Context: an optimization exercise on an open-source flow, tuned for small area, a short achievable clock period and few clock cycles per item. The choices shown serve that exercise and are no tape-out recipe. No functional check of the RTL was part of any run shown here. No activity file was given, so power comes from the tool's default toggle rates.

==> design/flow/run.sh <==
#!/bin/bash
# synth_recipe.tcl (not shown) runs the flow's synth.tcl, then flattens the netlist and writes it again
# the make line also repeats each setting of config.mk as NAME=value (left out here)
make -C /OpenROAD-flow-scripts/flow DESIGN_CONFIG=/design/flow/config.mk WORK_HOME=/design/flow/orfs CLKGATE_MAP_FILE= SYNTH_SCRIPT=/design/flow/synth_recipe.tcl finish
==> design/flow/config.mk <==
export PLATFORM = sky130hd
export DESIGN_NAME = cooperative_task_timer_table
export DESIGN_NICKNAME = cooperative_task_timer_table
export VERILOG_FILES = /design/flow/design.v
export SDC_FILE = /design/flow/constraint.sdc
export NUM_CORES = 4
export LEC_CHECK = 0
export CAP_MARGIN = 20
export CORE_MARGIN = 2
export CORE_UTILIZATION = 60
export CTS_CLUSTER_DIAMETER = 100
export CTS_CLUSTER_SIZE = 24
export SETUP_SLACK_MARGIN = 1.8
export SLEW_MARGIN = 20
==> design/flow/constraint.sdc <==
create_clock -name core_clock -period 4.0 [get_ports {clk}]
set_input_delay 0.8000 -clock core_clock [delete_from_list [all_inputs] [get_ports {clk}]]
set_output_delay 0.8000 -clock core_clock [all_outputs]
set_load 0.01 [all_outputs]
==> design/flow/design.v <==
`timescale 1ns / 1ps
package ctt_pkg;
	localparam int SLOTW   = 4;
	localparam int TASKW   = 8;
	localparam int CNTW    = 16;
	localparam int SLOTINW = 3;
	localparam int STATW   = 2;
	typedef enum logic [1:0] {
		FUNC_TICK     = 2'd0,
		FUNC_ADD      = 2'd1,
		FUNC_DELETE   = 2'd2,
		FUNC_DISPATCH = 2'd3
	} func_t;
	typedef enum logic [STATW-1:0] {
		ST_OK    = 2'd0,
		ST_FULL  = 2'd1,
		ST_EMPTY = 2'd2
	} status_t;
	typedef struct packed {
		logic             valid;
		logic [TASKW-1:0] task_id;
		logic [CNTW-1:0]  delay;
		logic [CNTW-1:0]  period;
		logic             run;
	} slot_rec_t;
endpackage
`timescale 1ns / 1ps
module ctt_cell (
	input  logic               clk,
	input  logic               arst_n,
	input  logic               shift,
	input  ctt_pkg::slot_rec_t d,
	output ctt_pkg::slot_rec_t q
);
	ctt_pkg::slot_rec_t rec_q;
	always_ff @(posedge clk or negedge arst_n) begin
		if (!arst_n) begin
			rec_q <= '0;
		end else if (shift) begin
			rec_q <= d;
		end
	end
	assign q = rec_q;
endmodule
`timescale 1ns / 1ps
module cooperative_task_timer_table #(
	parameter int MAX_TASKS = 8
) (
	input  logic        clk,
	input  logic        arst_n,
	input  logic        s_tvalid,
	output logic        s_tready,
	input  logic [47:0] s_tdata,   
	input  logic [1:0]  s_tuser,   
	output logic        m_tvalid,
	input  logic        m_tready,
	output logic [15:0] m_tdata,   
	output logic [0:0]  m_tuser,   
	output logic        m_tlast
);
	localparam int N    = MAX_TASKS;
	localparam int TW   = ctt_pkg::TASKW;
	localparam int CW   = ctt_pkg::CNTW;
	localparam int NB   = CW / 4;                         
	localparam int SW   = ctt_pkg::SLOTW;
	localparam int BW   = SW + TW + ctt_pkg::STATW + 2;   
	logic [N-1:0]         valid_q;
	logic [N-1:0]         run_q;     
	logic [N-1:0][TW-1:0] tid_q;
	logic [N-1:0][CW-1:0] ndly_q;    
	logic [N-1:0][CW-1:0] per_q;
	logic [N-1:0]         z_q;       
	logic                 disp_q;    
	logic                 m_v_q;
	logic [BW-1:0]        m_q;
	logic                 out_free;   
	logic                 acc;
	logic                 do_tick, do_add, do_del, do_disp;
	logic                 disp_go;
	logic [N-1:0]         due;
	logic [N-1:0]         add_sel;
	logic [N-1:0]         disp_sel;
	logic [N-1:0]         del_sel;
	logic [SW-1:0]        add_idx;
	logic [SW-1:0]        disp_idx;
	logic [TW-1:0]        disp_tid;
	logic                 any_free;
	logic                 any_due;
	logic                 more_due;
	logic [BW-1:0]        beat;
	logic                 in_z;      
	assign out_free = !m_v_q || m_tready;
	assign s_tready = !disp_q && out_free;
	assign acc      = s_tvalid && s_tready;
	assign do_tick  = acc && (s_tuser == 2'd0);
	assign do_add   = acc && (s_tuser == 2'd1);
	assign do_del   = acc && (s_tuser == 2'd2);
	assign do_disp  = acc && (s_tuser == 2'd3);
	assign disp_go  = do_disp || (disp_q && out_free);
	assign due      = run_q;
	assign in_z     = (s_tdata[23:8] == '0);
	always_comb begin
		add_sel  = '0;
		disp_sel = '0;
		add_idx  = SW'(N);
		disp_idx = '0;
		disp_tid = '0;
		any_free = 1'b0;
		any_due  = 1'b0;
		more_due = 1'b0;
		for (int i = N - 1; i >= 0; i--) begin
			if (!valid_q[i]) begin
				add_sel  = '0;
				add_sel[i] = 1'b1;
				add_idx  = SW'(i);
				any_free = 1'b1;
			end
		end
		for (int i = N - 1; i >= 0; i--) begin
			if (due[i]) begin
				more_due = any_due;
				disp_sel = '0;
				disp_sel[i] = 1'b1;
				disp_idx = SW'(i);
				disp_tid = tid_q[i];
				any_due  = 1'b1;
			end
		end
	end
	always_comb begin
		del_sel = '0;
		del_sel[s_tdata[42:40]] = 1'b1;
	end
	always_comb begin
		beat = {1'b1, 1'b0, ctt_pkg::ST_OK, TW'(0), SW'(0)};
		if (disp_q || s_tuser == 2'd3) begin
			if (any_due) beat = {!more_due, 1'b1, ctt_pkg::ST_OK, disp_tid, disp_idx};
		end else if (s_tuser == 2'd1) begin
			beat = {1'b1, 1'b0, any_free ? ctt_pkg::ST_OK : ctt_pkg::ST_FULL, TW'(0), add_idx};
		end else if (s_tuser == 2'd2) begin
			beat = {1'b1, 1'b0, valid_q[s_tdata[42:40]] ? ctt_pkg::ST_OK : ctt_pkg::ST_EMPTY,
			        TW'(0), SW'(s_tdata[42:40])};
		end
	end
	for (genvar i = 0; i < N; i++) begin : g_slot
		logic [CW-1:0] dly;         
		logic          zero;        
		logic          load;        
		logic          t_rl;        
		logic          t_dec;       
		logic          keep;        
		logic [CW-1:0] bor;         
		logic [CW-1:0] nxt;         
		logic          pzero;       
		logic          one;         
		assign dly   = ~ndly_q[i];
		assign zero  = z_q[i];
		assign pzero = (per_q[i] == '0);
		assign one   = (dly == CW'(1));
		assign load  = do_add && add_sel[i];
		assign t_rl  = do_tick && zero;
		assign t_dec = do_tick;
		assign keep  = !(t_rl || load);
		for (genvar j = 0; j < CW; j++) begin : g_bor
			assign bor[j] = (j == 0) ? 1'b1 : (dly[j > 0 ? j - 1 : 0 : 0] == '0);
		end
		assign nxt = dly ^ ({CW{t_dec}} & bor);
		always_ff @(posedge clk) begin
			ndly_q[i] <= ~(({CW{t_rl}} & per_q[i]) | ({CW{load}} & s_tdata[23:8]) |
			               ({CW{keep}} & nxt));
			z_q[i]    <= (t_rl && pzero) || (load && in_z) || (keep && (do_tick ? one : zero));
		end
		always_ff @(posedge clk or negedge arst_n) begin
			if (!arst_n) begin
				valid_q[i] <= 1'b0;
			end else if (load) begin
				valid_q[i] <= 1'b1;
			end else if ((do_del && del_sel[i]) || (disp_go && disp_sel[i] && pzero)) begin
				valid_q[i] <= 1'b0;
			end
		end
		always_ff @(posedge clk or negedge arst_n) begin
			if (!arst_n) begin
				run_q[i] <= 1'b0;
			end else if (load || (do_del && del_sel[i]) || (disp_go && disp_sel[i])) begin
				run_q[i] <= 1'b0;
			end else if (t_rl && valid_q[i]) begin
				run_q[i] <= 1'b1;
			end
		end
		always_ff @(posedge clk) begin
			if (load) begin
				tid_q[i] <= s_tdata[7:0];
				per_q[i] <= s_tdata[39:24];
			end
		end
	end
	always_ff @(posedge clk or negedge arst_n) begin
		if (!arst_n) begin
			disp_q <= 1'b0;
			m_v_q  <= 1'b0;
		end else begin
			if (disp_go) begin
				disp_q <= more_due;
			end
			if (out_free) begin
				m_v_q <= acc || disp_q;
			end
		end
	end
	always_ff @(posedge clk) begin
		if (out_free) begin
			m_q <= beat;
		end
	end
	assign m_tvalid   = m_v_q;
	assign m_tdata    = {2'b00, m_q[SW+TW+1:0]};
	assign m_tuser[0] = m_q[BW-2];
	assign m_tlast    = m_q[BW-1];
endmodule
==> metrics.yaml, run 1 <==
status:
  status: "timing/DRC/antenna clean"
global_route:
  grt_max_degree: 46
  first_global_vias: 11547
  grt_usage_pct: 32.6
  grt_pass1_wl_mm: 68.5
  antenna_found_initial: 1
  grt_overflow: 0
synth:
  synthTopCellsByArea: "edfxtp_1, dfxtp_1, xor2_1, a21oi_1, dfrtp_1"
  syn_inst: 1366
  synth-edff-count: 208
  netlist_area_um2: 15800
  async_flop_share_pct: 4.97
  synth_area_leader_cell: "edfxtp_1"
  yosysWarnings: 1
  synth_seq_cells: 362
  synth_cell_types: 79
  synth_top_area_share_pct: 39.4
  synth-main-ff-cell: "edfxtp_1"
  synth-seq-area-share_pct: 59.5
  postSynthAreaPerCell_um2: 11.6
timing:
  tightest_slew_ns: 0.929
  hold_ws_ns: 0.457
  rsz0062_at_grt: "yes"
  finalHoldViolations: 0
  fin_worst_skew_ns: 0.0304
  tns_ns: 0
  fmax_mhz: 440
  fin_crit_sh_pct: 56.8
  setup_viol: 0
  slew_violations: 0
  min_period_ns: 2.27
  relSlewSlack_pct: 37.9
flow_run:
  cap_violations: 0
critical_path:
  crit_chain: "buf_6 > or2_4 > or3_4 > buf_12 > or4_4 > o21a_1 > nor3_2 > a221oi_2"
  worst-path-buf-inv: 2
  arrival_ns: 2.69
  required_ns: 4.42
  path_max_fanout: 5
  slowest_stage: "or4_4"
  cp_top_family: "simple AND/OR/NAND/NOR gates"
  r2r_setup_slack_ns: 1.78
  ff2ff_path_depth: 7
  r2r-start: "disp_q$_DFFE_PN0P_"
  cp-end-kind: "register"
  path_class: "input pin to register"
  startpoint_type: "input pin"
  r2r_end: "ndly_q[59]$_DFF_P_"
  cp_slowest_stage_delay_ns: 0.55
routing:
  avgViaCountPerCell: 6.65
  top_layer: "met4"
  wl_per_cell_um: 25.7
  drtIter0Drc: 1694
  wl_met2_mm: 21.7
  wl_met1_mm: 19.0
  drc: 0
  num_vias: 12143
  dr_wl_met3_mm: 4.29
  ant_nets: 0
  wl_mm: 46.9
  dr.pass1.iters: 6
clock_network:
  cts_sinks: 362
  clk_latency_ns: 0.55
  clk_pin_slew_ns: 0.09
  root_buffer: "clkbuf_16"
  cts_buffer_depth: 3
  cts_tree: "yes"
  cts.htree.levels: 1
  cts_hold_buf: 0
  cts_buffers: 19
finish:
  nets: 1543
  drive_above_1_share_pct: 16.9
  antenna_cells: 0
  stdcell_area_um2: 18800
  area_growth_pct: 18.5
  postLayoutCoreUtil_pct: 72.2
  fin_cells: 1826
  fillCellCount: 1854
die:
  start_util_pct: 60.9
  num_rows: 59
  die_y_um: 166
  core_um2: 26000
  die_x_um: 166
  die_area_um2: 27700
  io_pins: 74
placed_design:
  placed_cells_incl_taps: 1735
  globalplace.congestion: 0.919
  dpl.hpwl_mm: 29.7
  placed_area_um2: 17300
  place.port_buffers: 66
power:
  leakage_nw: 6.76
  powerDensity_nw_per_um2: 476
  vdd_drop_max_mv: 0.439
min_path:
  hp-class: "register to register"
  min_from: "z_q[3]$_DFF_P_"
  hold_depth: 2
  min_to: "z_q[3]$_DFF_P_"
==> area by class of cell <==
type,count,area (um2),area share [%]
clock inverters,2,38.8,0.207
flip-flops and latches,362,9430,50.2
inverters,26,110,0.587
clock buffers,32,524,2.79
well taps,335,419,2.23
multi-input cells,891,6430,34.3
repair buffers,178,1810,9.66
==> cells in the mapped netlist, drive strengths merged (11+ instances only) <==
| master | number |
|---|---|
| dfxtp | 136 |
| and2 | 12 |
| dfrtp | 18 |
| nand2 | 85 |
| and3 | 21 |
| o21ai | 18 |
| nand4 | 37 |
| xnor2 | 44 |
| a22oi | 15 |
| buf | 33 |
| a32o | 17 |
| a222oi | 21 |
| a221oi | 53 |
| ha | 11 |
| inv | 25 |
| nor4 | 56 |
| clkbuf | 55 |
| a22o | 48 |
| a21oi | 94 |
| nor3 | 31 |
| xor2 | 63 |
| nand3 | 51 |
| edfxtp | 208 |
| nor2 | 105 |
==> per-layer routing <==
layer  global-route usage, %  vias up
met5                       0        -
met4                    13.0        0
met3                    5.70      117
met2                    50.5      642
met1                    46.3     5932
li1                        -     5452
==> flip-flops by register name, indices dropped and copies added, names as in the netlist <==
signal	cells
valid_q	8
m_q	16
ndly_q	128
run_q	8
tid_q	64
z_q	8
disp_q	1
per_q	128
m_v_q	1
==> layout by cell type (no fill, tap or decap), types with 14 or more instances in the layout <==
master	netlist	routed
a221oi_1	50	40
clkbuf_16	0	22
o21ai_0	18	17
and3_1	21	19
inv_1	24	23
dlygate4sd2_1	0	16
buf_6	5	20
edfxtp_1	208	208
xnor2_1	44	42
nor3_1	25	14
a32o_1	17	17
a222oi_1	21	21
nand2_1	85	83
nand3_1	51	48
nand4_1	37	37
a22oi_1	15	15
xor2_1	63	63
buf_4	3	77
clkdlybuf4s50_1	0	41
a21oi_1	94	91
dfxtp_1	136	136
nor2_1	103	92
nor4_1	50	46
a22o_1	48	48
==> how the worst max path moves through the flow <==
| stage | from | to | slack [ns] | cells after the start |
|---|---|---|---|---|
| 3_3_place_gp | s_tuser[1] | ndly_q[59]$_DFF_P_ | 0.45 | 8 |
| 2_1_floorplan | s_tuser[1] | per_q[100]$_DFFE_PN_ | 1.13 | 5 |
| 4_1_cts | s_tuser[0] | ndly_q[59]$_DFF_P_ | 1.71 | 8 |
| 3_5_place_dp | s_tuser[1] | ndly_q[17]$_DFF_P_ | 0.44 | 8 |
| 5_1_grt | s_tuser[1] | ndly_q[59]$_DFF_P_ | 1.70 | 8 |
| 6_report | s_tuser[1] | ndly_q[59]$_DFF_P_ | 1.73 | 8 |
==> report_power, final <==
part / total [mW] / leakage (nW) / internal (mW) / switching (mW)
combinational: 1.69 / 3.24 / 0.835 / 0.856
sequential: 5.11 / 3.26 / 4.51 / 0.600
clock: 2.12 / 0.265 / 0.924 / 1.20
==> worst register-to-register path, cell delays in order, from the launching register on <==
cell      delay, ns
dfrtp_2        0.43
nand2b_1       0.17
or3_4          0.40
buf_12         0.16
or4_4          0.56
o21a_1         0.22
nor3_2         0.13
a221oi_2       0.05
==> what timing repair did <==
item | 4_1_cts | 5_1_grt
resized for setup | 93 | 45
endpoints found under the setup margin | 355 | 159
pin swaps | 15 | 18
gates cloned | 3 | 3
endpoints found under the hold margin | 0 | 0
buffers inserted | 21 | 30
==> per-stage QoR <==
stage	setup slack (ns)	total power [mW]
3_3_place_gp	0.451	6.64
5_1_grt	1.70	9.31
4_1_cts	1.71	8.82
3_5_place_dp	0.436	6.70
2_1_floorplan	1.13	6.19
6_report	1.73	8.92
==> logic make-up after synthesis <==
family,share of synthesized area (%)
DFF,59.5
adders and majority gates,0.933
muxes,0.340
other,0.0237
and+or+nand+nor,15.3
AOI/OAI and AO/OA,14.8
buffers and inverters,3.18
xor gates and xnor gates,5.92
==> inputs of run 2 (changes only) <==
--- a/design/flow/design.v
+++ b/design/flow/design.v
@@ -67,7 +67,7 @@
 	logic [N-1:0]         valid_q;
-	logic [N-1:0]         run_q;     
+	logic [N-1:0]         run_q;
 	logic [N-1:0][TW-1:0] tid_q;
 	logic [N-1:0][CW-1:0] ndly_q;    
+	logic [N-1:0][NB-1:0] nz_q;      
 	logic [N-1:0][CW-1:0] per_q;
-	logic [N-1:0]         z_q;       
 	logic                 disp_q;    
@@ -75,3 +75,3 @@
 	logic [BW-1:0]        m_q;
-	logic                 out_free;   
+	logic                 out_rdy;
 	logic                 acc;
@@ -90,5 +90,5 @@
 	logic [BW-1:0]        beat;
-	logic                 in_z;      
-	assign out_free = !m_v_q || m_tready;
-	assign s_tready = !disp_q && out_free;
+	logic [NB-1:0]        in_nz;
+	assign out_rdy  = !m_v_q || m_tready;
+	assign s_tready = !disp_q && out_rdy;
 	assign acc      = s_tvalid && s_tready;
@@ -98,5 +98,7 @@
 	assign do_disp  = acc && (s_tuser == 2'd3);
-	assign disp_go  = do_disp || (disp_q && out_free);
-	assign due      = run_q;
-	assign in_z     = (s_tdata[23:8] == '0);
+	assign disp_go  = do_disp || (disp_q && out_rdy);
+	assign due      = valid_q & run_q;
+	for (genvar k = 0; k < NB; k++) begin : g_in_nz
+		assign in_nz[k] = (s_tdata[8+4*k +: 4] == 4'd0);
+	end
 	always_comb begin
@@ -151,16 +153,23 @@
 		logic          keep;        
+		logic [NB-1:0] pz;          
+		logic [NB-1:0] bin;         
 		logic [CW-1:0] bor;         
 		logic [CW-1:0] nxt;         
-		logic          pzero;       
-		logic          one;         
+		logic [NB-1:0] nxt_nz;      
 		assign dly   = ~ndly_q[i];
-		assign zero  = z_q[i];
-		assign pzero = (per_q[i] == '0);
-		assign one   = (dly == CW'(1));
+		assign zero  = &nz_q[i];
 		assign load  = do_add && add_sel[i];
 		assign t_rl  = do_tick && zero;
-		assign t_dec = do_tick;
+		assign t_dec = do_tick && !zero;
 		assign keep  = !(t_rl || load);
-		for (genvar j = 0; j < CW; j++) begin : g_bor
-			assign bor[j] = (j == 0) ? 1'b1 : (dly[j > 0 ? j - 1 : 0 : 0] == '0);
+		for (genvar k = 0; k < NB; k++) begin : g_nib
+			logic [3:0] d;
+			assign d         = dly[4*k +: 4];
+			assign pz[k]     = (per_q[i][4*k +: 4] == 4'd0);
+			assign bin[k]    = (k == 0) ? 1'b1 : (&nz_q[i][k > 0 ? k - 1 : 0 : 0]);
+			assign bor[4*k+0] = bin[k];
+			assign bor[4*k+1] = bin[k] & !d[0];
+			assign bor[4*k+2] = bin[k] & !d[0] & !d[1];
+			assign bor[4*k+3] = bin[k] & !d[0] & !d[1] & !d[2];
+			assign nxt_nz[k]  = (t_dec && bin[k]) ? (d == 4'd1) : nz_q[i][k];
 		end
@@ -170,3 +179,3 @@
 			               ({CW{keep}} & nxt));
-			z_q[i]    <= (t_rl && pzero) || (load && in_z) || (keep && (do_tick ? one : zero));
+			nz_q[i]   <= ({NB{t_rl}} & pz) | ({NB{load}} & in_nz) | ({NB{keep}} & nxt_nz);
 		end
@@ -177,3 +186,3 @@
 				valid_q[i] <= 1'b1;
-			end else if ((do_del && del_sel[i]) || (disp_go && disp_sel[i] && pzero)) begin
+			end else if ((do_del && del_sel[i]) || (disp_go && disp_sel[i] && (&pz))) begin
 				valid_q[i] <= 1'b0;
@@ -181,12 +190,6 @@
 		end
-		always_ff @(posedge clk or negedge arst_n) begin
-			if (!arst_n) begin
-				run_q[i] <= 1'b0;
-			end else if (load || (do_del && del_sel[i]) || (disp_go && disp_sel[i])) begin
-				run_q[i] <= 1'b0;
-			end else if (t_rl && valid_q[i]) begin
+		always_ff @(posedge clk) begin
+			if (t_rl) begin
 				run_q[i] <= 1'b1;
 			end
-		end
-		always_ff @(posedge clk) begin
 			if (load) begin
@@ -194,2 +197,6 @@
 				per_q[i] <= s_tdata[39:24];
+				run_q[i] <= 1'b0;
+			end
+			if (disp_go && disp_sel[i]) begin
+				run_q[i] <= 1'b0;
 			end
@@ -200,10 +207,11 @@
 			disp_q <= 1'b0;
-			m_v_q  <= 1'b0;
-		end else begin
-			if (disp_go) begin
-				disp_q <= more_due;
-			end
-			if (out_free) begin
-				m_v_q <= acc || disp_q;
-			end
+		end else if (disp_go) begin
+			disp_q <= more_due;
+		end
+	end
+	always_ff @(posedge clk or negedge arst_n) begin
+		if (!arst_n) begin
+			m_v_q <= 1'b0;
+		end else if (out_rdy) begin
+			m_v_q <= acc || disp_q;
 		end
@@ -211,5 +219,3 @@
 	always_ff @(posedge clk) begin
-		if (out_free) begin
-			m_q <= beat;
-		end
+		m_q <= ({BW{out_rdy}} & beat) | ({BW{!out_rdy}} & m_q);
 	end
==> design/flow/flow/run.sh (new file) <==
#!/bin/bash
# Own flow: the standard layout (standard.sh, which runs the standard
# synthesis unchanged), with one change: the port buffers that global
# placement inserts are sky130_fd_sc_hd__buf_2 instead of the cell
# buffer_ports picks by itself. The make output goes to standard.log.
set -euo pipefail
export BUFFER_PORTS_ARGS="-buffer_cell sky130_fd_sc_hd__buf_2"
bash standard.sh > standard.log 2>&1
==> design/flow/standard.sh (new file) <==
#!/bin/bash
# synth_recipe.tcl (not shown) runs the flow's synth.tcl, then flattens the netlist and writes it again
# the make line also repeats each setting of config.mk as NAME=value (left out here)
make -C /OpenROAD-flow-scripts/flow DESIGN_CONFIG=/design/flow/config.mk WORK_HOME=/design/flow/orfs CLKGATE_MAP_FILE= SYNTH_SCRIPT=/design/flow/synth_recipe.tcl "${@:-finish}"
--- a/design/flow/config.mk
+++ b/design/flow/config.mk
@@ -9,6 +9,6 @@
 export CORE_MARGIN = 2
-export CORE_UTILIZATION = 60
+export CORE_UTILIZATION = 40
 export CTS_CLUSTER_DIAMETER = 100
 export CTS_CLUSTER_SIZE = 24
-export SETUP_SLACK_MARGIN = 1.8
+export SETUP_SLACK_MARGIN = 2.0
 export SLEW_MARGIN = 20
removed: design/flow/run.sh
==> run 2 against run 1 <==
Total power rose by 9.2%. Worst setup slack got worse by 0.0029 ns. Fmax fell by 0.13%. Die area rose by 63%. Critical path type is now register to register. First-iteration DRC count fell by 19%. Clock power rose by 12%. Largest cell class unchanged. Final cell count rose by 27%. Sequential power rose by 4.9%. Critical endpoint is now nz_q[31]$_DFF_P_. Via count rose by 18%. Critical path depth fell by 1.
==> metrics.yaml, run 2 <==
clock_network:
  cts_hold_buf: 0
  clk_latency_ns: 0.55
  root_buffer: "clkbuf_16"
  cts_buffers: 20
  cts_buffer_depth: 3
  cts.htree.levels: 1
  cts_sinks: 386
  clk_pin_slew_ns: 0.10
  cts_tree: "yes"
synth:
  synth_seq_cells: 386
  synth-seq-area-share_pct: 56.8
  synth-main-ff-cell: "edfxtp_1"
  synth_compound_area_share_pct: 19.3
  async_flop_share_pct: 2.59
  synthAdderAreaFrac_pct: 0.793
  synth_area_leader_cell: "edfxtp_1"
  syn_inst: 1513
  yosysWarnings: 1
  synthTopCellsByArea: "edfxtp_1, dfxtp_1, a22o_1, a21oi_1, xor2_1"
  postSynthAreaPerCell_um2: 11.5
  synth_top_area_share_pct: 36.0
  synth-edff-count: 208
  netlist_area_um2: 17300
  synth_mux_area_share_pct: 0.743
  synth_top_family_by_area: "compound AO/OA/AOI/OAI gates"
  synth_common_cells: "edfxtp_1, dfxtp_1, a21oi_1, nand2_1, a22o_1"
  synthXorXnorAreaFrac_pct: 3.94
  synth_cell_types: 82
  synth-simple-area-share_pct: 15.2
  yosysMostFrequentCell: "edfxtp_1"
finish:
  postLayoutCoreUtil_pct: 52.2
  top_regs: "ndly_q x128, per_q x128, tid_q x64"
  layout_commonest_cell: "edfxtp_1"
  antenna_cells: 0
  drive_above_1_share_pct: 30.6
  layout_common_cells: "edfxtp_1, dfxtp_1, buf_4, a21oi_1, a22o_1"
  area_growth_pct: 29.2
  nets: 1785
timing:
  tightest_slew_ns: 1.11
  fin_worst_skew_ns: 0.0262
  finalHoldViolations: 0
  rsz0062_at_grt: "yes"
  relSlewSlack_pct: 25.2
  fin_crit_sh_pct: 56.8
  setup_viol: 0
  tns_ns: 0
  fmax_mhz: 440
  slew_violations: 0
  min_period_ns: 2.27
power:
  leakage_nw: 7.83
  power_mw: 9.74
  vdd_drop_max_mv: 0.249
  powerDensity_nw_per_um2: 434
min_path:
  hp-class: "input pin to asynchronous set/reset pin"
die:
  start_util_pct: 40.4
  die_y_um: 212
  io_pins: 74
  core_um2: 43000
  die_x_um: 212
  num_rows: 76
  die_area_um2: 45100
routing:
  wl_per_cell_um: 25.3
  avgViaCountPerCell: 6.17
  wl_mm: 58.8
  drtIter0Drc: 1368
  ant_nets: 0
  num_vias: 14307
  dr.pass1.iters: 6
  drc: 0
global_route:
  grt_max_degree: 26
  antenna_found_initial: 2
  first_global_vias: 13341
  grt_pass1_wl_mm: 83.9
  grt_overflow: 0
  grt_usage_pct: 25.2
placed_design:
  globalplace.congestion: 0.909
  place.port_buffers: 66
  dpl.hpwl_mm: 33.5
flow_run:
  cap_violations: 0
critical_path:
  arrival_ns: 2.72
  startpoint_type: "register"
  path_max_fanout: 6
  cp-end-kind: "register"
  required_ns: 4.45
  path_class: "register to register"
status:
  status: "timing/DRC/antenna clean"
[run 2: cell count changes in the layout (fill, tap and decap cells not counted), moves of 21 or more]
cell and change:
dfxtp_1 +32, a22o_1 +43, buf_2 +61, buf_4 +21, buf_6 +23, clkdlybuf4s50_1 -41, a22oi_2 +25, nor2_1 -59
buf_12 +26, a222oi_1 -21
[run 2: final timing paths]
kind                                           from                endpoint  slack (ns)  depth (start not counted)
worst max-delay path              m_v_q$_DFFE_PN0N_        nz_q[31]$_DFF_P_        1.73                          7
worst min-delay path                         arst_n      disp_q$_DFFE_PN0P_        0.12                          1
min in group core_clock         per_q[57]$_DFFE_PN_      ndly_q[57]$_DFF_P_        0.46                          1
worst min register to register  per_q[57]$_DFFE_PN_      ndly_q[57]$_DFF_P_        0.46                          1
worst max register to register    m_v_q$_DFFE_PN0N_        nz_q[31]$_DFF_P_        1.73                          7
max in group asynchronous                    arst_n  valid_q[2]$_DFFE_PN0P_        3.61                          1
[run 2: repair_timing]
item / 4_1_cts / 5_1_grt
cloned: 22 / 10
pin swaps: 41 / 58
setup buffers: 100 / 45
gates resized for setup: 181 / 132
endpoints found under the hold margin: 0 / 0
setup endpoints to repair: 378 / 290
[run 2: layer usage]
layer  GRT usage, %  wire (um)  part of all wire [%]  vias to the layer above
li1               -          -                     -                     6401
met1           33.3      24400                    41                     7192
met3           3.26       3690                   6.3                      153
met5              0          0                     0                        -
met2           41.8      28100                    48                      561
met4           10.8       2640                   4.5                        0
[run 2: final cells by class]
class	instances	area [um2]
clock buffer	33	571
fill	3673	20600
tap	585	732
inverter	14	124
multi-input combinational	1020	8130
timing repair inverter	17	255
timing repair buffer	261	2690
sequential	386	9870
clock inverter	2	50.0
[run 2: stage by stage]
step | worst slack, ns | instances | hold WS, ns | instance area (um2)
floorplan | 1.58 | 1514 | 0.427 | 18100
global route | 1.69 | 2318 | 0.128 | 22400
CTS | 1.78 | 2263 | 0.119 | 21300
global placement | 0.720 | 2106 | 0.448 | 18700
finish | 1.73 | 2318 | 0.121 | 22400
detailed placement | 0.726 | 2106 | 0.451 | 18700
[run 2: cell families (layout without fill, tap and decap cells)]
group                    Yosys count  in the layout
AND/OR/NAND/NOR                  445            452
AO/OA/AOI/OAI                    467            467
other                              1              2
flip-flops                       386            386
multiplexers                      10             10
adder cells (fa/ha/maj)           11             11
buffers and inverters            115            327
XOR/XNOR                          78             78
[run 2: worst max-delay path, cell delays in order (launching register included)]
cell	delay, ns
dfrtp_1	0.39
nor2b_4	0.15
buf_6	0.13
or4_4	0.62
nor3_4	0.25
buf_6	0.14
buf_12	0.13
mux2_2	0.33
[run 2: where the power goes]
group          switching [mW]  internal (mW)  leakage (nW)  total (mW)
registers               0.587           4.77          3.41        5.36
logic                   0.996           1.01          4.12        2.01
clock network            1.31           1.07         0.297        2.37
total                    2.89           6.85          7.83        9.74
==> inputs of run 3 (changes only) <==
==> design/flow/run.sh (new file) <==
#!/bin/bash
# synth_recipe.tcl (not shown) runs the flow's synth.tcl, then flattens the netlist and writes it again
# the make line also repeats each setting of config.mk as NAME=value (left out here)
make -C /OpenROAD-flow-scripts/flow DESIGN_CONFIG=/design/flow/config.mk WORK_HOME=/design/flow/orfs CLKGATE_MAP_FILE= SYNTH_SCRIPT=/design/flow/synth_recipe.tcl finish
removed: design/flow/flow/run.sh
removed: design/flow/standard.sh
==> run 3 against run 2 <==
Total power shrank 0.14%. Worst setup slack lost 0.0034 ns. Clock skew shrank 0.012 ns. Clock power is essentially flat. Largest power group unchanged. Fmax shrank 0.15%. Non-clock buffer count shrank 10. Flip-flop and latch count is the same. Wire length grew 0.71%. Die area is the same. Utilization grew 0.59 points. Synthesized cell count is the same. Register-to-register slack is essentially flat.
==> metrics.yaml, run 3 <==
status:
  status: "timing/DRC/antenna clean"
synth:
  synthTopCellsByArea: "edfxtp_1, dfxtp_1, a22o_1, a21oi_1, xor2_1"
  synth_mux_area_share_pct: 0.743
  synth-edff-count: 208
  synth_top_family_by_area: "compound AO/OA/AOI/OAI gates"
  synth-simple-area-share_pct: 15.2
  synth-main-ff-cell: "edfxtp_1"
  synth_seq_cells: 386
  async_flop_share_pct: 2.59
  postSynthAreaPerCell_um2: 11.5
  synth_top_area_share_pct: 36.0
  synth_cell_types: 82
  synthXorXnorAreaFrac_pct: 3.94
  synth_common_cells: "edfxtp_1, dfxtp_1, a21oi_1, nand2_1, a22o_1"
  synth-seq-area-share_pct: 56.8
  netlist_area_um2: 17300
  synth_area_leader_cell: "edfxtp_1"
  synthAdderAreaFrac_pct: 0.793
  yosysMostFrequentCell: "edfxtp_1"
  syn_inst: 1513
  synth_compound_area_share_pct: 19.3
  yosysWarnings: 1
routing:
  dr.pass1.iters: 5
  drc: 0
  num_vias: 14368
  wl_mm: 59.2
  ant_nets: 0
  avgViaCountPerCell: 6.22
  wl_per_cell_um: 25.6
  drtIter0Drc: 1591
placed_design:
  place.port_buffers: 66
  placed_cells_incl_taps: 2127
  globalplace.congestion: 0.840
  dpl.hpwl_mm: 34.4
global_route:
  grt_max_degree: 46
  grt_usage_pct: 24.5
  first_global_vias: 13078
  antenna_found_initial: 5
  grt_overflow: 0
  grt_pass1_wl_mm: 81.6
finish:
  area_growth_pct: 30.7
  regArea_um2: 9870
  top_regs: "ndly_q x128, per_q x128, tid_q x64"
  fin_cells: 2310
  postLayoutCoreUtil_pct: 52.7
  drive_above_1_share_pct: 27.2
  layout_commonest_cell: "edfxtp_1"
  layout_common_cells: "edfxtp_1, dfxtp_1, buf_4, nand2_1, a22o_1"
  multiInputGateArea_um2: 8080
  nets: 1774
  fillCellCount: 3706
die:
  core_um2: 43000
  num_rows: 76
  die_area_um2: 45100
  die_x_um: 212
  start_util_pct: 40.4
  die_y_um: 212
  io_pins: 74
critical_path:
  path_class: "input pin to register"
  arrival_ns: 2.73
  required_ns: 4.45
  path_max_fanout: 7
  cp-end-kind: "register"
  startpoint_type: "input pin"
  ff2ff_path_depth: 9
power:
  power_mw: 9.73
  powerDensity_nw_per_um2: 429
  vdd_drop_max_mv: 0.293
  leakage_nw: 7.77
timing:
  fin_worst_skew_ns: 0.0143
  fin_crit_sh_pct: 56.9
  slew_violations: 0
  finalHoldViolations: 0
  relSlewSlack_pct: 33.1
  tns_ns: 0
  setup_viol: 0
  min_period_ns: 2.28
  fmax_mhz: 439
  rsz0062_at_grt: "yes"
  hold_ws_ns: 0.460
  tightest_slew_ns: 1.00
clock_network:
  cts_sinks: 386
  root_buffer: "clkbuf_16"
  clk_pin_slew_ns: 0.10
  cts_buffer_depth: 3
  cts_buffers: 20
  cts_hold_buf: 0
  cts_tree: "yes"
  cts.htree.levels: 1
  clk_latency_ns: 0.56
min_path:
  hold_depth: 1
  hp-class: "register to register"
flow_run:
  cap_violations: 0
-- run 3: timing repair --
action,4_1_cts,5_1_grt
endpoints found under the setup margin,400,332
hold endpoints to repair,0,0
gates cloned,17,25
gates resized for setup,197,168
pin swaps,35,53
buffers inserted,74,29
-- run 3: cells by family (layout without fill, tap and decap cells) --
kind of cell / Yosys count / in the layout
AO/OA/AOI/OAI: 467 / 467
XOR/XNOR: 78 / 78
adder cells (fa/ha/maj): 11 / 11
buffers and inverters: 115 / 320
flip-flops: 386 / 386
multiplexers: 10 / 10
other: 1 / 4
AND/OR/NAND/NOR: 445 / 449
-- run 3: worst max-delay path: stages --
cell      delay (ns)
buf_2           0.14
buf_6           0.15
nand2b_4        0.17
or4_4           0.63
buf_6           0.16
o22ai_4         0.23
buf_4           0.17
a21oi_1         0.04
a221oi_1        0.23
-- run 3: metrics by stage --
step / setup slack, ns / area, um2
after floorplan: 1.58 / 18100
after global placement: 0.521 / 19200
after detailed placement: 0.512 / 19200
after CTS: 1.75 / 21300
after global routing: 1.66 / 22700
final: 1.72 / 22700
-- run 3: worst paths after layout --
kind | from | endpoint | slack, ns
max | s_tuser[1] | ndly_q[77]$_DFF_P_ | 1.72
min | per_q[57]$_DFFE_PN_ | ndly_q[57]$_DFF_P_ | 0.46
max reg2reg | m_v_q$_DFFE_PN0N_ | ndly_q[77]$_DFF_P_ | 1.72
min reg2reg | per_q[57]$_DFFE_PN_ | ndly_q[57]$_DFF_P_ | 0.46
max in group asynchronous | arst_n | valid_q[0]$_DFFE_PN0P_ | 2.90
min in group asynchronous | arst_n | valid_q[3]$_DFFE_PN0P_ | 0.64
-- run 3: layout make-up --
cell class,count,share of cell area (%)
diodes,2,0.0221
clock buffers,34,2.58
clock inverters,2,0.121
inverters,14,0.607
multi-input cells,1017,35.7
flip-flops and latches,386,43.5
well taps,585,3.23
repair buffers,251,12.8
repair inverters,19,1.46
-- run 3: routing by layer --
| layer | global-route usage [%] | routed length, um | vias up |
|---|---|---|---|
| li1 | - | - | 6379 |
| met1 | 34.0 | 24300 | 7227 |
| met2 | 39.6 | 27800 | 655 |
| met3 | 3.00 | 4960 | 107 |
| met4 | 8.49 | 2170 | 0 |
| met5 | 0 | 0 | - |
-- run 3: power by group --
group / total (mW) / switching, mW / internal (mW)
Clock: 2.35 / 1.33 / 1.02
Sequential: 5.36 / 0.581 / 4.77
Combinational: 2.02 / 1.00 / 1.02
Total: 9.73 / 2.91 / 6.82
==> inputs of run 4 (changes only) <==
--- a/design/flow/design.v
+++ b/design/flow/design.v
@@ -168,3 +168,3 @@
 			assign pz[k]     = (per_q[i][4*k +: 4] == 4'd0);
-			assign bin[k]    = (k == 0) ? 1'b1 : (&nz_q[i][k > 0 ? k - 1 : 0 : 0]);
+			assign bin[k]    = (k == 0) ? t_dec : (t_dec && (&nz_q[i][k > 0 ? k - 1 : 0 : 0]));
 			assign bor[4*k+0] = bin[k];
@@ -173,5 +173,5 @@
 			assign bor[4*k+3] = bin[k] & !d[0] & !d[1] & !d[2];
-			assign nxt_nz[k]  = (t_dec && bin[k]) ? (d == 4'd1) : nz_q[i][k];
-		end
-		assign nxt = dly ^ ({CW{t_dec}} & bor);
+			assign nxt_nz[k]  = bin[k] ? (d == 4'd1) : nz_q[i][k];
+		end
+		assign nxt = dly ^ bor;
 		always_ff @(posedge clk) begin
--- a/design/flow/config.mk
+++ b/design/flow/config.mk
@@ -10,4 +10,2 @@
 export CORE_UTILIZATION = 40
-export CTS_CLUSTER_DIAMETER = 100
-export CTS_CLUSTER_SIZE = 24
 export SETUP_SLACK_MARGIN = 2.0
==> run 4 against run 3 <==
Register-to-register slack got worse by 0.26 ns. Still clean on timing, DRC and antenna. Utilization is 9.5 points higher. Worst setup slack worse by 0.26 ns. Wire length up 12%. Combinational power up 24%. Largest cell class unchanged. First-iteration DRC count grew 14%. Die area fell by 2.6%. Sequential share of layout area is 5.7 points lower. Flip-flop and latch count did not move. Synthesized cell count decreased by 5.6%. Via count increased by 4.1%.
==> metrics.yaml, run 4 <==
status:
  status: "timing/DRC/antenna clean"
routing:
  wl_mm: 66.5
  drtIter0Drc: 1815
  dr.pass1.iters: 7
  ant_nets: 0
  num_vias: 14964
  wl_per_cell_um: 28.7
  avgViaCountPerCell: 6.45
  drc: 0
critical_path:
  slowest_stage: "dfrtp_1"
  path_max_fanout: 8
  worst_path_most_repeated_cell: "ha_4"
  cp_slowest_stage_delay_ns: 0.40
  crit_chain: "nor2b_4 > buf_8 > nor3_4 > buf_12 > buf_6 > nand2_4 > a31oi_4 > and2_4 > ha_4 > ha_4 > ha_4 > xor2_1 > nor2_1 > a221oi_1"
  worst-path-buf-inv: 3
  startpoint_type: "register"
  path_class: "register to register"
  required_ns: 4.45
  arrival_ns: 2.99
  cp.depth: 14
  ff2ff_path_depth: 14
  cp-end-kind: "register"
  cp_top_family: "simple AND/OR/NAND/NOR gates"
placed_design:
  placed_cells_incl_taps: 1990
  dpl.hpwl_mm: 33.0
  place.port_buffers: 66
  globalplace.congestion: 0.864
finish:
  layout_commonest_cell: "edfxtp_1"
  layout_common_cells: "edfxtp_1, dfxtp_1, buf_4, nor2_1, ha_4"
  area_growth_pct: 54.3
  fin_cells: 2319
  fillCellCount: 2893
  nets: 1900
  drive_above_1_share_pct: 41.9
  top_regs: "ndly_q x128, per_q x128, tid_q x64"
clock_network:
  root_buffer: "clkbuf_16"
  clk_latency_ns: 0.56
  clk_pin_slew_ns: 0.06
  cts.htree.levels: 2
  cts_hold_buf: 0
  cts_buffers: 41
  cts_buffer_depth: 3
  cts_tree: "yes"
  cts_sinks: 386
global_route:
  grt_pass1_wl_mm: 87.6
  grt_max_degree: 39
  grt_overflow: 0
  first_global_vias: 13979
  grt_usage_pct: 26.7
  antenna_found_initial: 0
timing:
  setup_viol: 0
  fin_crit_sh_pct: 63.5
  fmax_mhz: 394
  tns_ns: 0
  finalHoldViolations: 0
  hold_ws_ns: 0.467
  rsz0062_at_grt: "yes"
  fin_worst_skew_ns: 0.0227
  min_period_ns: 2.54
  slew_violations: 0
  tightest_slew_ns: 1.02
  relSlewSlack_pct: 31.4
synth:
  synth_cell_types: 69
  async_flop_share_pct: 2.59
  synth_seq_cells: 386
  synth_area_leader_cell: "edfxtp_1"
  synth_top_area_share_pct: 37.0
  syn_inst: 1429
  yosysMostFrequentCell: "edfxtp_1"
  synth-main-ff-cell: "edfxtp_1"
  postSynthAreaPerCell_um2: 11.8
  netlist_area_um2: 16900
  synth_common_cells: "edfxtp_1, dfxtp_1, nor2_1, ha_1, a221oi_1"
  yosysWarnings: 1
  synth-seq-area-share_pct: 58.3
  synthTopCellsByArea: "edfxtp_1, dfxtp_1, ha_1, a221oi_1, nor2_1"
  synth-edff-count: 208
die:
  core_um2: 41900
  die_area_um2: 43900
  io_pins: 74
  num_rows: 75
  die_x_um: 210
  die_y_um: 210
  start_util_pct: 40.4
power:
  leakage_nw: 9.42
  vdd_drop_max_mv: 0.368
  powerDensity_nw_per_um2: 456
flow_run:
  cap_violations: 0
min_path:
  hp-class: "register to register"
  hold_depth: 1
-- run 4: cell count changes in the layout (fill, tap and decap cells not counted), moves of 35 or more --
cell and change:
buf_6 +51, xor2_1 -35, ha_4 +83, a22o_1 -73
nor2_1 +65, a21oi_1 -63, nand2_1 -36
-- run 4: logic make-up after synthesis --
logic type,share of synthesized area (%)
AO/OA/AOI/OAI,15.4
XOR/XNOR,1.71
adder cells (fa/ha/maj),7.39
buffers and inverters,3.10
flip-flops,58.3
multiplexers,0.385
other,0.0222
AND/OR/NAND/NOR,13.7
-- run 4: layout make-up --
class | instances | area, um2 | share of cell area [%]
multi-input combinational | 928 | 9350 | 35.9
antenna | 1 | 2.50 | 0.00960
timing repair buffer | 363 | 4650 | 17.8
tap | 539 | 674 | 2.59
clock buffer | 57 | 1170 | 4.48
clock inverter | 18 | 219 | 0.840
sequential | 386 | 9870 | 37.9
inverter | 27 | 134 | 0.514
-- run 4: worst paths after layout --
path	from	endpoint	slack, ns
setup / recovery	m_v_q$_DFFE_PN0N_	ndly_q[91]$_DFF_P_	1.46
hold / removal	per_q[48]$_DFFE_PN_	ndly_q[48]$_DFF_P_	0.47
setup reg to reg	m_v_q$_DFFE_PN0N_	ndly_q[91]$_DFF_P_	1.46
hold reg to reg	per_q[48]$_DFFE_PN_	ndly_q[48]$_DFF_P_	0.47
max in group asynchronous	arst_n	valid_q[0]$_DFFE_PN0P_	2.99
min in group asynchronous	arst_n	valid_q[6]$_DFFE_PN0P_	0.61
-- run 4: per-stage QoR --
stage	util (%)	area, um2	total power [mW]	worst slack (ns)
floorplan	-	17400	6.29	1.13
global route	62.3	26100	12.3	1.38
global placement	44.4	18600	6.73	0.423
detailed placement	44.4	18600	6.80	0.324
CTS	57.5	24100	11.3	1.64
finish	62.3	26100	11.9	1.46
-- run 4: metal layers --
| metal | routed length, um | global-route usage, % |
|---|---|---|
| met3 | 5900 | 4.47 |
| met1 | 24900 | 34.6 |
| met2 | 31700 | 44.1 |
| met4 | 3980 | 12.1 |
| met5 | 0 | 0 |
-- run 4: power breakdown --
part	internal (mW)	switching (mW)	total, mW
logic	1.35	1.16	2.51
registers	4.79	0.611	5.40
clock network	2.37	1.62	3.99
-- run 4: timing repair --
action,in CTS,in global routing
endpoints found under the setup margin,397,319
setup buffers,123,68
endpoints found under the hold margin,0,0
cloned,33,29
pin swaps,143,68
gates resized for setup,515,211
==> inputs of run 5 (changes only) <==
--- a/design/flow/config.mk
+++ b/design/flow/config.mk
@@ -10,2 +10,4 @@
 export CORE_UTILIZATION = 40
+export CTS_CLUSTER_DIAMETER = 100
+export CTS_CLUSTER_SIZE = 24
 export SETUP_SLACK_MARGIN = 2.0
==> run 5 against run 4 <==
Still clean on timing, DRC and antenna. Global-route usage grew 0.21 points. Utilization shrank 0.80 points. Synthesized cell count is the same. Die area is the same. Sequential share of layout area grew 0.50 points. Hold slack gained 0.0097 ns. Total power shrank 12%. Worst setup slack lost 0.051 ns. Wire length shrank 0.11%.
==> metrics.yaml, run 5 <==
routing:
  ant_nets: 0
  wl_mm: 66.4
  avgViaCountPerCell: 6.46
  drc: 0
  dr.pass1.iters: 5
  drtIter0Drc: 1743
  num_vias: 14836
  wl_per_cell_um: 28.9
synth:
  synth_area_leader_cell: "edfxtp_1"
  yosysWarnings: 1
  syn_inst: 1429
  synth_top_area_share_pct: 37.0
  synth_cell_types: 69
  postSynthAreaPerCell_um2: 11.8
  synth_common_cells: "edfxtp_1, dfxtp_1, nor2_1, ha_1, a221oi_1"
  netlist_area_um2: 16900
  synth-edff-count: 208
  synth_seq_cells: 386
  yosysMostFrequentCell: "edfxtp_1"
  synth-main-ff-cell: "edfxtp_1"
  synth-seq-area-share_pct: 58.3
  synthTopCellsByArea: "edfxtp_1, dfxtp_1, ha_1, a221oi_1, nor2_1"
  async_flop_share_pct: 2.59
timing:
  rsz0062_at_grt: "yes"
  fin_worst_skew_ns: 0.0301
  setup_ws_ns: 1.41
  setup_viol: 0
  tightest_slew_ns: 1.06
  fin_crit_sh_pct: 64.7
  tns_ns: 0
  hold_ws_ns: 0.477
  min_period_ns: 2.59
  relSlewSlack_pct: 29.4
  finalHoldViolations: 0
  fmax_mhz: 386
  slew_violations: 0
power:
  clock_power_share_pct: 22.5
  comb_power_share_pct: 25.9
  powerDensity_nw_per_um2: 407
  internal-power_mw: 7.26
  leakage_nw: 9.25
  vdd_drop_max_mv: 0.498
  power_mw: 10.5
  p_seq_share_pct: 51.6
  sw_frac_of_total_pct: 30.7
  p_switching_mw: 3.21
critical_path:
  startpoint_type: "register"
  cp-end-kind: "register"
  crit_chain: "nor2b_4 > buf_8 > buf_4 > buf_6 > buf_12 > buf_12 > nor4_4 > or2_4 > buf_6 > buf_12 > buf_16 > nor2_4 > a221oi_2"
  arrival_ns: 3.06
  cp_slowest_stage_delay_ns: 0.53
  required_ns: 4.47
  slowest_stage: "nor4_4"
  path_class: "register to register"
  worst_path_most_repeated_cell: "buf_12"
  path_max_fanout: 5
finish:
  fin_cells: 2297
  drive_above_1_share_pct: 42.7
  layout_common_cells: "edfxtp_1, dfxtp_1, buf_4, buf_6, nor2_1"
  postLayoutCoreUtil_pct: 61.5
  antenna_cells: 0
  stdcell_area_um2: 25700
  layout_commonest_cell: "edfxtp_1"
  nets: 1897
  area_growth_pct: 52.3
  top_regs: "ndly_q x128, per_q x128, tid_q x64"
die:
  start_util_pct: 40.4
  die_x_um: 210
  die_y_um: 210
  core_um2: 41900
  die_area_um2: 43900
  num_rows: 75
  io_pins: 74
clock_network:
  root_buffer: "clkbuf_16"
  cts.htree.levels: 1
  cts_hold_buf: 0
  cts_tree: "yes"
  cts_sinks: 386
  cts_buffer_depth: 3
  clk_latency_ns: 0.56
  clk_pin_slew_ns: 0.11
  cts_buffers: 20
placed_design:
  globalplace.congestion: 0.864
  dp_slack_ns: 0.324
  placed_area_um2: 18600
  dpl.hpwl_mm: 33.0
  place.port_buffers: 66
  placed_cells_incl_taps: 1990
global_route:
  antenna_found_initial: 2
  first_global_vias: 14288
  grt_usage_pct: 26.9
  grt_overflow: 0
  grt_max_degree: 39
  grt_pass1_wl_mm: 88.7
status:
  status: "timing/DRC/antenna clean"
min_path:
  hp-class: "register to register"
flow_run:
  cap_violations: 0
## run 5: cell counts after synthesis
Identical to the previous run, type by type.
## run 5: metal layers
metal,up-vias,GRT usage [%],wire length [um],share of wire (%)
met5,-,0,17,0.026
met4,2,11.6,4410,6.6
met3,291,3.71,5800,8.7
met2,907,45.2,31300,47
met1,7405,34.9,24900,37
li1,6231,-,-,-
## run 5: timing repair
| item | CTS | global route |
|---|---|---|
| endpoints found under the setup margin | 398 | 355 |
| gates cloned | 41 | 22 |
| endpoints found under the hold margin | 0 | 0 |
| gates resized for setup | 545 | 263 |
| setup buffers | 150 | 58 |
| pin swaps | 147 | 92 |
## run 5: power groups by stage
stage / sequential (mW) / combinational (mW) / clock [mW]
floorplan: 5.15 / 1.14 / 0
global placement: 5.26 / 1.47 / 0
detailed placement: 5.28 / 1.52 / 0
CTS: 5.33 / 2.09 / 2.34
global route: 5.45 / 2.92 / 2.48
finish: 5.41 / 2.72 / 2.35
## run 5: logic make-up after synthesis
family                   count (synthesis)  share of synthesized area, %
AND/OR/NAND/NOR                        442                          13.7
flip-flops                             386                          58.3
AO/OA/AOI/OAI                          339                          15.4
buffers and inverters                  124                          3.10
adder cells (fa/ha/maj)                100                          7.39
XOR/XNOR                                33                          1.71
multiplexers                             4                         0.385
other                                    1                        0.0222
## run 5: worst max-delay path, delay by kind of cell (launching register included)
| kind | cells | cell delay, ns |
|---|---|---|
| compound gates | 1 | 0.19 |
| buf+inv | 8 | 0.94 |
| flops | 1 | 0.40 |
| simple gates | 4 | 0.97 |
## run 5: area by class of cell
cell class	count	area, um2
Multi-Input combinational cell	924	9490
Inverter	27	129
Tap cell	539	674
Sequential cell	386	9870
Clock inverter	1	30.0
Timing Repair Buffer	385	4960
Clock buffer	35	578
Fill cell	2944	16100
## run 5: final timing paths
check                                              end                start  slack [ns]  depth (start not counted)
min in group asynchronous       valid_q[1]$_DFFE_PN0P_               arst_n        0.59                          1
max in group asynchronous       valid_q[4]$_DFFE_PN0P_               arst_n        3.01                          1
worst max-delay path                ndly_q[36]$_DFF_P_    m_v_q$_DFFE_PN0N_        1.41                         13
worst max register to register      ndly_q[36]$_DFF_P_    m_v_q$_DFFE_PN0N_        1.41                         13
worst min register to register      ndly_q[15]$_DFF_P_  per_q[15]$_DFFE_PP_        0.48                          1
worst min-delay path                ndly_q[15]$_DFF_P_  per_q[15]$_DFFE_PP_        0.48                          1

-- static timing again, ports no longer ideal --
In the flow no input, the clock included, has a driving cell. The finished layouts below were timed again as built, in two steps.
Step 1 assumes that a clkbuf_16 drives the clock port and a buf_2 every other input.
Step 2, shift: input delay + t, output delay - t, t = (earliest + latest rising clock arrival at the registers) / 2. This alone moves slack from input paths to output paths.
a / b / c = ideal / step 1 / step 2; a / b = the first two.
run | shift t [ns] | slack for setup (ns) | hold slack, ns | clock arrival spread, ns | worst slew at a driven data input, ns
run 1 | 0.581 | 1.729 / 1.742 / 1.161 | 0.457 / 0.457 / 0.457 | 0.031 / 0.030 | 0.05
run 2 | 0.595 | 1.726 / 1.726 / 1.238 | 0.121 / 0.095 / 0.464 | 0.027 / 0.028 | 0.05
run 3 | 0.599 | 1.723 / 1.724 / 1.154 | 0.460 / 0.460 / 0.460 | 0.017 / 0.017 | 0.06
run 4 | 0.600 | 1.461 / 1.461 / 0.969 | 0.467 / 0.467 / 0.467 | 0.024 / 0.024 | 0.07
run 5 | 0.601 | 1.410 / 1.410 / 0.889 | 0.477 / 0.477 / 0.477 | 0.038 / 0.038 | 0.08
After both steps setup and hold are still met in every run listed. For run 3, which loses most, drivers alone change the setup slack by +0.001 ns; drivers and shift together by -0.569 ns.
